Background: an optimization exercise with open tools, aiming at small area, a short achievable clock period and few clock cycles. Do not read the settings as production practice.
At most, simulation tests tie the RTL to the original design; equivalence was not proved.
Power and IR drop assume default switching activity.

Setup of oak:
==> module lsce_back, before the edit <==
module lsce_back (
  input  logic        clk,
  input  logic        rst_n,
  input  logic        job_done,
  input  logic [19:0] job_d,
  input  logic [19:0] job_e,
  input  logic [12:0] job_s1,
  input  logic        job_found,
  input  logic        job_last,
  output logic        take,
  output logic        out_empty,
  input  logic        out_pop,
  output logic        out_found,
  output logic [19:0] out_centre_q8,
  output logic        out_last
);
  logic        valid_r, done_r;
  logic [3:0]  cnt_r;
  logic [20:0] r_r;      
  logic [20:0] d2_r;     
  logic [8:0]  qd_r;     
  logic [12:0] s1_r;
  logic        pop;
  logic [20:0] e1;
  logic [21:0] t, diff;
  logic        qb;
  assign pop  = out_pop && done_r;
  assign take = job_done && (!valid_r || pop);
  assign out_empty = !done_r;
  assign out_centre_q8 = {s1_r, qd_r[6:0]};
  assign e1 = {1'b0, job_e} + {9'd0, job_d[19:8]};
  assign t = {r_r, qd_r[8]};
  assign diff = t - {1'b0, d2_r};
  assign qb = !diff[21];
  always_ff @(posedge clk) begin
    if (!rst_n) begin
      valid_r <= 1'b0;
      done_r <= 1'b0;
    end else if (take) begin
      valid_r <= 1'b1;
      done_r <= !job_found;
    end else if (pop) begin
      valid_r <= 1'b0;
      done_r <= 1'b0;
    end else if (valid_r && !done_r && cnt_r == 4'd8) begin
      done_r <= 1'b1;
    end
  end
  always_ff @(posedge clk) begin
    if (take) begin
      d2_r <= {job_d, 1'b0};
      s1_r <= job_found ? job_s1 : 13'd0;
      out_found <= job_found;
      out_last <= job_last;
      r_r <= {1'b0, e1[20:1]};
      qd_r <= job_found ? {e1[0], job_d[7:0]} : 9'd0;
      cnt_r <= '0;
    end else if (valid_r && !done_r) begin
      cnt_r <= cnt_r + 4'd1;
      r_r <= qb ? diff[20:0] : t[20:0];
      qd_r <= {qd_r[7:0], qb};
      if (cnt_r == 4'd2) s1_r <= s1_r + {11'd0, qd_r[1:0]};
    end
  end
endmodule
clock: 8.0 ns
lec_check: 0
cap_margin: 20
core_margin: 2
core_utilization: 40
cts_buf_list: sky130_fd_sc_hd__clkbuf_8
cts_cluster_diameter: 70
cts_cluster_size: 12
setup_slack_margin: 4.5
slew_margin: 20
run.sh (not shown) runs the stock make flow with config.mk's settings and CLKGATE_MAP_FILE= SYNTH_SCRIPT=/design/flow/synth_recipe.tcl, a recipe that flattens the netlist after the stock synthesis.
[inputs] pine vs oak
==> flow/design.v, changed modules only <==
module lsce_back (
  input  logic        clk,
  input  logic        rst_n,
  input  logic        job_done,
  input  logic [19:0] job_d,
  input  logic [19:0] job_e,
  input  logic [12:0] job_s1,
  input  logic        job_found,
  input  logic        job_last,
  output logic        take,
  output logic        out_empty,
  input  logic        out_pop,
  output logic        out_found,
  output logic [19:0] out_centre_q8,
  output logic        out_last
);
  logic        valid_r, done_r;
  logic [3:0]  cnt_r;
  logic [19:0] r_r;
  logic        sb_r;
  logic [19:0] d_r;
  logic [7:0]  q_r;
  logic [12:0] s1_r;
  logic        pop;
  logic [20:0] t, diff;
  logic        qb;
  logic [19:0] c0, c1, r1, r0;
  assign pop  = out_pop && done_r;
  assign take = job_done && (!valid_r || pop);
  assign out_empty = !done_r;
  assign out_centre_q8 = r_r;
  assign t = {r_r, sb_r};
  assign diff = t - {1'b0, d_r};
  assign qb = !diff[20];
  assign c0 = {s1_r, q_r[6:0]} + {12'd0, q_r[7], 7'd0};
  assign c1 = c0 + 20'd1;
  assign r1 = cnt_r == 4'd8 ? c1 : diff[19:0];
  assign r0 = cnt_r == 4'd8 ? c0 : t[19:0];
  always_ff @(posedge clk) begin
    if (!rst_n) begin
      valid_r <= 1'b0;
      done_r <= 1'b0;
    end else if (take) begin
      valid_r <= 1'b1;
      done_r <= !job_found;
    end else if (pop) begin
      valid_r <= 1'b0;
      done_r <= 1'b0;
    end else if (valid_r && !done_r && cnt_r == 4'd8) begin
      done_r <= 1'b1;
    end
  end
  always_ff @(posedge clk) begin
    if (take) begin
      d_r <= job_d;
      s1_r <= job_s1;
      out_found <= job_found;
      out_last <= job_last;
      r_r <= job_found ? {1'b0, job_e[19:1]} : 20'd0;
      sb_r <= job_e[0];
      cnt_r <= '0;
    end else if (valid_r && !done_r) begin
      cnt_r <= cnt_r + 4'd1;
      sb_r <= 1'b0;
      r_r <= qb ? r1 : r0;
      if (cnt_r != 4'd8) q_r <= {q_r[6:0], qb};
    end
  end
endmodule
==> run summary <==
Re final cycle utilization of the critical path: pine and oak aren't equal, and the lower value belongs to oak.
pine vs oak, number of different library cells in the post-synthesis netlist went up by 2.
Re synthesized-area fraction occupied by adder cells: pine and oak aren't equal, and the lower value belongs to pine.
The final reports for pine and oak show global-route wire length before repair higher in the former.
On post-CTS setup buffer count: pine sits below oak.
[compare] base=oak new=pine: final area has increased; simple-gate share of the synthesized area has increased; total wirelength of the detailed-routed design has increased.
Looking only at total stage count of the critical path, and setting everything else aside, the lower value of pine and oak goes to pine.
Fmax | pine vs oak | pine slower
Relative to oak, buffering overhead has increased by 0.16 points in pine.
No run of this note included a check of the RTL's function; only the layout flow was run.

========
laser_stripe_center_extract, a different RTL version from the one above (not shown whole).
For scale: about 2100 cells after synthesis, ~340 flip-flops, about 67 I/O pins.
==> module lsce_front, before the edit <==
module lsce_front (
  input  logic        clk,
  input  logic        rst_n,
  input  logic        in_push,
  output logic        in_full,
  input  logic [7:0]  in_pixel,
  input  logic        in_row_end,
  input  logic        in_frame_end,
  input  logic [8:0]  thr,
  input  logic signed [12:0] wmin,
  input  logic signed [12:0] wmax,
  input  logic        job_ready,
  input  logic        job_ready_nxt,
  output logic        job_valid,
  output logic [8:0]  job_x,
  output logic [8:0]  job_uq,
  output logic [9:0]  job_a,
  output logic [9:0]  job_b,
  output logic [12:0] job_s1,
  output logic        job_found,
  output logic        job_last
);
  logic       in_full_r;
  logic       v_r, re_r, fe_r;
  logic [7:0] px_r;
  logic [7:0]  pd0_r, pd1_r;
  logic [12:0] col_r;
  logic signed [8:0] prev_r, pk1_r, tr1_r;
  logic [8:0]  x_r, yq_r, uq_r, w_r;
  logic        ppend_r, tpend_r;
  logic [11:0] pkc_r, trc_r;
  logic        fin1_r, fin2_r, fin_n1_r, fin_last_r, pass_r;
  logic accept, hold, go, take, first, in_room;
  logic signed [8:0] g;
  logic signed [9:0] dp, dt, dg;
  logic cap_p, cap_t;
  logic [12:0] col_n;
  logic fin1_n, fin2_n, v_n, re_n;
  assign in_full = in_full_r;
  assign accept  = in_push && !in_full_r;
  assign in_room = !col_r[12];
  assign hold    = v_r && (fin1_r || (fin2_r && !job_ready)) && (re_r || col_r != '0);
  assign go      = v_r && !hold;
  assign take    = go && in_room && col_r != '0;
  assign first   = col_r == 13'd1;
  assign g       = first ? 9'sd0 : $signed({1'b0, px_r}) - $signed({1'b0, pd1_r});
  assign dp      = $signed({2'b00, px_r}) - $signed({2'b00, pd1_r}) - 10'(pk1_r);
  assign dt      = $signed({2'b00, px_r}) - $signed({2'b00, pd1_r}) - 10'(tr1_r);
  assign dg      = $signed({2'b00, px_r}) - $signed({2'b00, pd1_r}) - 10'(prev_r);
  assign cap_p   = first || !dp[9];
  assign cap_t   = first || dt[9];
  always_comb begin
    col_n = col_r;
    if (go) begin
      if (re_r) col_n = '0;
      else if (in_room) col_n = col_r + 13'd1;
    end
    fin1_n = go && re_r;
    fin2_n = fin1_r || (fin2_r && !job_ready);
    v_n   = hold ? 1'b1 : accept;
    re_n  = hold ? re_r : in_row_end;
  end
  always_ff @(posedge clk) begin
    if (!rst_n) begin
      in_full_r <= 1'b0;
      v_r <= 1'b0;
      col_r <= '0;
      fin1_r <= 1'b0;
      fin2_r <= 1'b0;
    end else begin
      in_full_r <= v_n && (fin1_n || (fin2_n && !job_ready_nxt)) && (re_n || col_n != '0);
      v_r <= v_n;
      col_r <= col_n;
      fin1_r <= fin1_n;
      fin2_r <= fin2_n;
    end
  end
  always_ff @(posedge clk) begin
    if (!hold) begin
      px_r <= in_pixel;
      re_r <= in_row_end;
      fe_r <= in_frame_end;
    end
    if (go && !re_r && in_room) begin
      pd1_r <= pd0_r;
      pd0_r <= px_r;
    end
    if (go && re_r) begin
      fin_n1_r <= col_r == '0;
      fin_last_r <= fe_r;
    end
    if (fin1_r) begin
      pass_r <= pass;
    end
    if (take) begin
      prev_r <= g;
      ppend_r <= cap_p;
      tpend_r <= cap_t;
      if (ppend_r) yq_r <= ~dp[8:0];
      if (tpend_r) w_r <= dt[8:0];
      if (cap_p) begin
        pk1_r <= g;
        x_r <= first ? 9'd0 : dg[8:0];
        pkc_r <= col_r[11:0];
      end
      if (cap_t) begin
        tr1_r <= g;
        uq_r <= ~dg[8:0];
        trc_r <= col_r[11:0];
      end
    end
  end
  logic pass;
  logic signed [10:0] thr_s;
  logic signed [13:0] wlo, whi;
  logic signed [10:0] tlo, thi;
  always_comb begin
    thr_s = $signed({2'b00, thr});
    wlo = $signed({2'b00, trc_r}) - $signed({2'b00, pkc_r}) - 14'(wmin);    
    whi = 14'(wmax) - $signed({2'b00, trc_r}) + $signed({2'b00, pkc_r});    
    tlo = 11'(pk1_r) - thr_s;                                               
    thi = 11'sd0 - 11'(tr1_r) - thr_s;                                             
    pass = !fin_n1_r && (pk1_r > 9'sd0) && (tr1_r <= 9'sd0)
           && !tlo[10] && !thi[10] && !wlo[13] && !whi[13]
           && (pkc_r != 12'd1) && (trc_r != 12'd1);
  end
  assign job_valid = fin2_r;
  assign job_x     = x_r;
  assign job_uq    = uq_r;
  assign job_a     = {1'b0, x_r} + {1'b0, ppend_r ? pk1_r : yq_r} + {9'd0, !ppend_r};
  assign job_b     = {1'b0, uq_r} + {1'b0, tpend_r ? ~tr1_r : w_r} + {8'd0, tpend_r, !tpend_r};
  assign job_s1    = {1'b0, pkc_r} + {1'b0, trc_r} - 13'd3;
  assign job_found = pass_r;
  assign job_last  = fin_last_r;
endmodule
export LEC_CHECK = 0
export CAP_MARGIN = 20
export CORE_MARGIN = 2
export CORE_UTILIZATION = 40
export SETUP_SLACK_MARGIN = 4.5
export SLEW_MARGIN = 20
create_clock -name core_clock -period 8.0 [get_ports {clk}]
Change:
--- a/flow/design.v
+++ b/flow/design.v
@@ -32,20 +32,21 @@
   output logic        job_found,
   output logic        job_last
 );
   logic       in_full_r;
   logic       v_r, re_r, fe_r;
-  logic [7:0] px_r;
-  logic [7:0]  pd0_r, pd1_r;
+  logic signed [8:0] g_r;
+  logic [7:0] ip0_r, ip1_r;    
+  logic [1:0] pos_r;           
   logic [12:0] col_r;
   logic signed [8:0] prev_r, pk1_r, tr1_r;
   logic [8:0]  x_r, yq_r, uq_r, w_r;
   logic        ppend_r, tpend_r;
   logic [11:0] pkc_r, trc_r;
-  logic        fin1_r, fin2_r, fin_n1_r, fin_last_r, pass_r;
+  logic        fin1_r, fin2_r, fin_n1_r, fin_last_r;
+  logic        pass_a_r, pass_lo_r, pass_hi_r;
   logic accept, hold, go, take, first, in_room;
-  logic signed [8:0] g;
   logic signed [9:0] dp, dt, dg;
   logic cap_p, cap_t;
   logic [12:0] col_n;
   logic fin1_n, fin2_n, v_n, re_n;
   assign in_full = in_full_r;
@@ -53,14 +54,13 @@
   assign in_room = !col_r[12];
   assign hold    = v_r && (fin1_r || (fin2_r && !job_ready)) && (re_r || col_r != '0);
   assign go      = v_r && !hold;
   assign take    = go && in_room && col_r != '0;
   assign first   = col_r == 13'd1;
-  assign g       = first ? 9'sd0 : $signed({1'b0, px_r}) - $signed({1'b0, pd1_r});
-  assign dp      = $signed({2'b00, px_r}) - $signed({2'b00, pd1_r}) - 10'(pk1_r);
-  assign dt      = $signed({2'b00, px_r}) - $signed({2'b00, pd1_r}) - 10'(tr1_r);
-  assign dg      = $signed({2'b00, px_r}) - $signed({2'b00, pd1_r}) - 10'(prev_r);
+  assign dp      = 10'(g_r) - 10'(pk1_r);
+  assign dt      = 10'(g_r) - 10'(tr1_r);
+  assign dg      = 10'(g_r) - 10'(prev_r);
   assign cap_p   = first || !dp[9];
   assign cap_t   = first || dt[9];
   always_comb begin
     col_n = col_r;
     if (go) begin
@@ -74,77 +74,80 @@
   end
   always_ff @(posedge clk) begin
     if (!rst_n) begin
       in_full_r <= 1'b0;
       v_r <= 1'b0;
+      pos_r <= '0;
       col_r <= '0;
       fin1_r <= 1'b0;
       fin2_r <= 1'b0;
     end else begin
       in_full_r <= v_n && (fin1_n || (fin2_n && !job_ready_nxt)) && (re_n || col_n != '0);
       v_r <= v_n;
+      if (accept) pos_r <= in_row_end ? 2'd0 : (pos_r == 2'd0 ? 2'd1 : 2'd2);
       col_r <= col_n;
       fin1_r <= fin1_n;
       fin2_r <= fin2_n;
     end
   end
   always_ff @(posedge clk) begin
     if (!hold) begin
-      px_r <= in_pixel;
+      g_r <= pos_r[1] ? $signed({1'b0, in_pixel}) - $signed({1'b0, ip1_r}) : 9'sd0;
       re_r <= in_row_end;
       fe_r <= in_frame_end;
     end
-    if (go && !re_r && in_room) begin
-      pd1_r <= pd0_r;
-      pd0_r <= px_r;
+    if (accept) begin
+      ip1_r <= ip0_r;
+      ip0_r <= in_pixel;
     end
     if (go && re_r) begin
       fin_n1_r <= col_r == '0;
       fin_last_r <= fe_r;
     end
     if (fin1_r) begin
-      pass_r <= pass;
+      pass_a_r <= pass_a;
+      pass_lo_r <= !wlo[13];
+      pass_hi_r <= !whi[13];
     end
     if (take) begin
-      prev_r <= g;
+      prev_r <= g_r;
       ppend_r <= cap_p;
       tpend_r <= cap_t;
       if (ppend_r) yq_r <= ~dp[8:0];
       if (tpend_r) w_r <= dt[8:0];
       if (cap_p) begin
-        pk1_r <= g;
+        pk1_r <= g_r;
         x_r <= first ? 9'd0 : dg[8:0];
         pkc_r <= col_r[11:0];
       end
       if (cap_t) begin
-        tr1_r <= g;
+        tr1_r <= g_r;
         uq_r <= ~dg[8:0];
         trc_r <= col_r[11:0];
       end
     end
   end
-  logic pass;
+  logic pass_a;
   logic signed [10:0] thr_s;
   logic signed [13:0] wlo, whi;
   logic signed [10:0] tlo, thi;
   always_comb begin
     thr_s = $signed({2'b00, thr});
     wlo = $signed({2'b00, trc_r}) - $signed({2'b00, pkc_r}) - 14'(wmin);    
     whi = 14'(wmax) - $signed({2'b00, trc_r}) + $signed({2'b00, pkc_r});    
     tlo = 11'(pk1_r) - thr_s;                                               
-    thi = 11'sd0 - 11'(tr1_r) - thr_s;                                             
-    pass = !fin_n1_r && (pk1_r > 9'sd0) && (tr1_r <= 9'sd0)
-           && !tlo[10] && !thi[10] && !wlo[13] && !whi[13]
-           && (pkc_r != 12'd1) && (trc_r != 12'd1);
+    thi = 11'sd0 - 11'(tr1_r) - thr_s;                                      
+    pass_a = !fin_n1_r && (pk1_r > 9'sd0) && (tr1_r <= 9'sd0)
+             && !tlo[10] && !thi[10] && (pkc_r != 12'd1) && (trc_r != 12'd1);
   end
   assign job_valid = fin2_r;
   assign job_x     = x_r;
   assign job_uq    = uq_r;
   assign job_a     = {1'b0, x_r} + {1'b0, ppend_r ? pk1_r : yq_r} + {9'd0, !ppend_r};
   assign job_b     = {1'b0, uq_r} + {1'b0, tpend_r ? ~tr1_r : w_r} + {8'd0, tpend_r, !tpend_r};
   assign job_s1    = {1'b0, pkc_r} + {1'b0, trc_r} - 13'd3;
-  assign job_found = pass_r;
+  assign job_found = pass_a_r && pass_lo_r && pass_hi_r;
   assign job_last  = fin_last_r;
 endmodule
 module lsce_mul (
   input  logic        clk,
   input  logic        rst_n,
The changed run finished with timing, DRC and antenna clean.
Cell area hardly moves.
Worst setup slack improved by 190 ps.
Fmax increases by a few percent.
Die area rose slightly.
Worst hold slack improved by 3.7 ps.
Count of clock-buffer cells in the layout climbs by 8.
Wire length shrinks by a few percent.
Total power shrinks slightly.
Combinational power came out lower by about a fifth.
Global-route usage is lower by 0.95 points.
Clock power grows by roughly a tenth.
Critical path depth went down by 1.
Testbench counts after the change, summed over its fixed seeds: cycles 36,155.
For the first run of this note, only the layout was checked, not whether the RTL still works.

separate check: timing with driven ports:
In the flow no input, the clock included, has a driving cell. The finished layouts below were timed again as built, in two steps. Step 1 sets driving cells, clkbuf_16 on the clock port and buf_2 on the other inputs (assumed; they add their load-dependent delay and slew). Step 2 adds t to the input delays and takes it off the output delays; t is the mean of the earliest and latest rising clock arrival at the registers after step 1. Input paths then give back, and output paths get back, about the clock's delay inside the block. Slacks: no drivers / after step 1 / after step 2; pairs: no drivers / after step 1.
run | t (ns) | setup WS [ns] | hold WS [ns] | clock arrival spread, ns
oak | 0.659 | 4.615 / 4.615 / 4.080 | 0.426 / 0.426 / 0.426 | 0.040 / 0.039
pine | 0.652 | 4.589 / 4.586 / 4.022 | 0.423 / 0.423 / 0.423 | 0.046 / 0.046
the first run of note 2 | 0.599 | 4.404 / 4.404 / 4.120 | 0.413 / 0.413 / 0.413 | 0.017 / 0.017
the second run of note 2 | 0.611 | 4.597 / 4.597 / 4.028 | 0.416 / 0.416 / 0.416 | 0.022 / 0.021
After both steps setup and hold are still met in every run listed. The setup slack of the second run of note 2, which loses most, moves by 0.000 ns with the drivers and by -0.569 ns with both steps.
